This design comes from an exercise in tuning for small area and a short achievable clock period on the open sky130 flow, not from production work. Only simulation tests tie the RTL to the original design; equivalence was not proved. Power and IR drop assume default switching activity.

// output_buffer_bank
module output_buffer_bank #(
   parameter int BANK_WIDTH = 32,
   parameter int DATA_W     = 32,
   parameter int ADDR_W     = 16,
   parameter int N_CH       = 8
) (
   input  logic                         clk_i,
   input  logic                         rst_sync_i,
   input  logic                         start_i,
   input  logic                         abort_i,
   input  logic [31:0]                  cfg_out_w_i,
   input  logic [31:0]                  cfg_out_h_i,
   input  logic [ADDR_W-1:0]            cfg_base_addr_i,
   input  logic [2:0]                   output_ch_sel_i,
   input  logic [BANK_WIDTH-1:0]        push_i,
   input  logic [BANK_WIDTH*DATA_W-1:0] data_in_i,
   output logic                         ob_ready_o,
   output logic [N_CH-1:0]              sram_wr_en_o,
   output logic [ADDR_W-1:0]            sram_wr_addr_o,
   output logic [DATA_W-1:0]            sram_wr_data_o,
   output logic                         frame_done_o,
   output logic                         error_o
);
Size in the first run: ~4200 cells after synthesis, roughly 1200 I/O pins, about 0.066 mm^2 of cells after synthesis.
export LEC_CHECK = 0
export CAP_MARGIN = 20
export CORE_MARGIN = 2
export CORE_UTILIZATION = 60
export SLEW_MARGIN = 20
export BUFFER_PORTS_ARGS = -buffer_cell sky130_fd_sc_hd__buf_1
export CTS_ARGS = -sink_clustering_enable -repair_clock_nets -dont_use_dummy_load -root_buf sky130_fd_sc_hd__clkbuf_16 -tree_buf sky130_fd_sc_hd__clkbuf_8 -buf_list {sky130_fd_sc_hd__clkbuf_4} -sink_clustering_size 10 -sink_clustering_max_diameter 30
export SETUP_SLACK_MARGIN = 7.0
export PRE_DETAIL_PLACE_TCL = /design/flow/flow/pre_dpl.tcl
export PRE_IO_PLACEMENT_TCL = /design/flow/flow/pre_iop.tcl
create_clock -name core_clock -period 10.0 [get_ports {clk_i}]
standard.sh (not shown) runs the stock make flow with config.mk's settings and CLKGATE_MAP_FILE= SYNTH_SCRIPT=/design/flow/synth_recipe.tcl, a recipe that flattens the netlist after the stock synthesis.
==> flow/flow/run.sh <==
#!/bin/bash
# Own layout flow: the standard ORFS flow (standard.sh, unchanged synthesis)
# with single-strength port buffers, a lighter clock tree (no dummy loads), a
# setup margin for the timing repair, and the flip-flops that drive output
# ports placed next to their port buffers (flow/pre_dpl.tcl, run before
# detailed placement), and the output ports grouped with the control inputs
# that gate them (flow/pre_iop.tcl). ORFS writes each step's log under
# orfs/logs; make's own
# output goes to standard.log here.
set -euo pipefail
cat >> config.mk <<EOC
export BUFFER_PORTS_ARGS = -buffer_cell sky130_fd_sc_hd__buf_1
export CTS_ARGS = -sink_clustering_enable -repair_clock_nets -dont_use_dummy_load -root_buf sky130_fd_sc_hd__clkbuf_16 -tree_buf sky130_fd_sc_hd__clkbuf_8 -buf_list {sky130_fd_sc_hd__clkbuf_4} -sink_clustering_size 10 -sink_clustering_max_diameter 30
export SETUP_SLACK_MARGIN = 7.0
export PRE_DETAIL_PLACE_TCL = $PWD/flow/pre_dpl.tcl
export PRE_IO_PLACEMENT_TCL = $PWD/flow/pre_iop.tcl
EOC
bash standard.sh > standard.log 2>&1
==> flow/flow/pre_iop.tcl <==
# Keep the output ports and the control inputs that gate the output registers
# (abort_i, rst_sync_i, start_i) together on the die edge, so the paths into
# and out of the output registers stay short.
set grp {}
foreach bt [[ord::get_db_block] getBTerms] {
  set n [$bt getName]
  if {[$bt getIoType] eq "OUTPUT" || $n in {abort_i rst_sync_i start_i}} { lappend grp $n }
}
set_io_pin_constraint -group -order -pin_names $grp
puts "pre_iop: grouped [llength $grp] pins"
Other scripts of this flow, unchanged in this note and not shown: flow/flow/pre_dpl.tcl
Edit:
==> flow/flow/run.sh (replaced) <==
#!/bin/bash
# Own layout flow: the standard ORFS flow (standard.sh, unchanged synthesis)
# with single-strength port buffers, a lighter clock tree (no dummy loads), a
# setup margin for the timing repair, and the flip-flops that drive output
# ports placed next to their port buffers (flow/pre_dpl.tcl, run before
# detailed placement). ORFS writes each step's log under orfs/logs; make's own
# output goes to standard.log here.
set -euo pipefail
cat >> config.mk <<EOC
export BUFFER_PORTS_ARGS = -buffer_cell sky130_fd_sc_hd__buf_1
export CTS_ARGS = -sink_clustering_enable -repair_clock_nets -dont_use_dummy_load -root_buf sky130_fd_sc_hd__clkbuf_16 -tree_buf sky130_fd_sc_hd__clkbuf_16 -buf_list {sky130_fd_sc_hd__clkbuf_8} -sink_clustering_size 16 -sink_clustering_max_diameter 40
export SETUP_SLACK_MARGIN = 7.0
export PRE_DETAIL_PLACE_TCL = $PWD/flow/pre_dpl.tcl

EOC
bash standard.sh > standard.log 2>&1
Settings changed: CTS_ARGS -sink_clustering_enable -repair_clock_nets -dont_use_dummy_load -root_buf sky130_fd_sc_hd__clkbuf_16 -tree_buf sky130_fd_sc_hd__clkbuf_8 -buf_list {sky130_fd_sc_hd__clkbuf_4} -sink_clustering_size 10 -sink_clustering_max_diameter 30 to -sink_clustering_enable -repair_clock_nets -dont_use_dummy_load -root_buf sky130_fd_sc_hd__clkbuf_16 -tree_buf sky130_fd_sc_hd__clkbuf_16 -buf_list {sky130_fd_sc_hd__clkbuf_8} -sink_clustering_size 16 -sink_clustering_max_diameter 40, PRE_IO_PLACEMENT_TCL /design/flow/flow/pre_iop.tcl to not set.
removed: flow/flow/pre_iop.tcl
=> Fmax barely changes. Via count came out lower by 0.92%. Die area stays the same. Setup slack is better by 7.5 ps.
Edit:
==> flow/flow/run.sh (replaced) <==
#!/bin/bash
# Own layout flow: the standard ORFS flow (standard.sh, unchanged synthesis)
# with single-strength port buffers, a lighter clock tree (no dummy loads), a
# setup margin for the timing repair, and the flip-flops that drive output
# ports placed next to their port buffers (flow/pre_dpl.tcl, run before
# detailed placement), and the output ports grouped with the control inputs
# that gate them and the push inputs (flow/pre_iop.tcl). ORFS writes each step's log under
# orfs/logs; make's own
# output goes to standard.log here.
set -euo pipefail
cat >> config.mk <<EOC
export BUFFER_PORTS_ARGS = -buffer_cell sky130_fd_sc_hd__buf_1
export CTS_ARGS = -sink_clustering_enable -repair_clock_nets -dont_use_dummy_load -root_buf sky130_fd_sc_hd__clkbuf_16 -buf_list {sky130_fd_sc_hd__clkbuf_8} -sink_clustering_size 16 -sink_clustering_max_diameter 40
export SETUP_SLACK_MARGIN = 7.0
export PRE_DETAIL_PLACE_TCL = $PWD/flow/pre_dpl.tcl
export PRE_IO_PLACEMENT_TCL = $PWD/flow/pre_iop.tcl
EOC
bash standard.sh > standard.log 2>&1
==> flow/flow/pre_iop.tcl (new file) <==
# Keep the output ports, the control inputs that gate the output registers
# (abort_i, rst_sync_i, start_i) and the per-column push inputs together on
# the die edge, so the paths into and out of the control registers and the
# output registers stay short.
set grp {}
foreach bt [[ord::get_db_block] getBTerms] {
  set n [$bt getName]
  if {[$bt getIoType] eq "OUTPUT" || $n in {abort_i rst_sync_i start_i} || [string match "push_i*" $n]} {
    lappend grp $n
  }
}
set_io_pin_constraint -group -order -pin_names $grp
puts "pre_iop: grouped [llength $grp] pins"
Settings changed: CTS_ARGS -sink_clustering_enable -repair_clock_nets -dont_use_dummy_load -root_buf sky130_fd_sc_hd__clkbuf_16 -tree_buf sky130_fd_sc_hd__clkbuf_16 -buf_list {sky130_fd_sc_hd__clkbuf_8} -sink_clustering_size 16 -sink_clustering_max_diameter 40 to -sink_clustering_enable -repair_clock_nets -dont_use_dummy_load -root_buf sky130_fd_sc_hd__clkbuf_16 -buf_list {sky130_fd_sc_hd__clkbuf_8} -sink_clustering_size 16 -sink_clustering_max_diameter 40, PRE_IO_PLACEMENT_TCL set to /design/flow/flow/pre_iop.tcl.
What happened: Area after synthesis is unchanged; power shrinks by 1.2%; final cell count shrinks by 0.51%; flip-flop and latch count is unchanged; global-route usage shrinks by 0.95 points; wire length shrinks by 2.3%; register-to-register slack is better by 230 ps; sequential share of layout area grows by 0.28 points; critical path depth is unchanged; worst hold slack is better by 16 ps.
Edit:
--- a/flow/flow/run.sh
+++ b/flow/flow/run.sh
@@ -5,5 +5,3 @@
 # ports placed next to their port buffers (flow/pre_dpl.tcl, run before
-# detailed placement), and the output ports grouped with the control inputs
-# that gate them and the push inputs (flow/pre_iop.tcl). ORFS writes each step's log under
-# orfs/logs; make's own
+# detailed placement). ORFS writes each step's log under orfs/logs; make's own
 # output goes to standard.log here.
@@ -15,3 +13,3 @@
 export PRE_DETAIL_PLACE_TCL = $PWD/flow/pre_dpl.tcl
-export PRE_IO_PLACEMENT_TCL = $PWD/flow/pre_iop.tcl
+
 EOC
Settings changed: PRE_IO_PLACEMENT_TCL /design/flow/flow/pre_iop.tcl to not set.
removed: flow/flow/pre_iop.tcl
The new run completed without violations.
Worst hold slack loses 14 ps.
Register-to-register slack got worse by 80 ps.
Routed wire length came out higher by 1.8%.
Synthesized area does not change.
Non-clock buffer count went up by 2.
Synthesized cell count is unchanged.
Global-route usage came out higher by 0.89 points.
Core utilization came out higher by 0.11 points.

[separate check: timing with driven ports]
The results above use ideal ports. As a check the final layouts listed here were re-extracted and re-timed, cells and wires unchanged.
Step 1: set_driving_cell puts a clkbuf_16 on clk_i and a buf_2 on each other input, an assumption about the parent block.
Step 2, shift: input delay + t, output delay - t, t = (earliest + latest rising clock arrival at the registers) / 2. This alone moves slack from input paths to output paths.
Three values: no drivers, after step 1, after step 2; two values: the first two.
run	shift t [ns]	setup slack, ns	worst data-port slew with drivers (ns)	pins driven straight from the clock port
the first run	0.843	6.752 / 6.680 / 5.893	0.28	1
the second run	0.800	6.759 / 6.687 / 6.156	0.28	1
the third run	0.786	6.796 / 6.720 / 6.039	0.26	1
the fourth run	0.789	6.766 / 6.696 / 6.154	0.28	1
After both steps setup and hold are still met in every run listed. The setup slack of the first run, which loses most, moves by -0.072 ns with the drivers and by -0.859 ns with both steps.
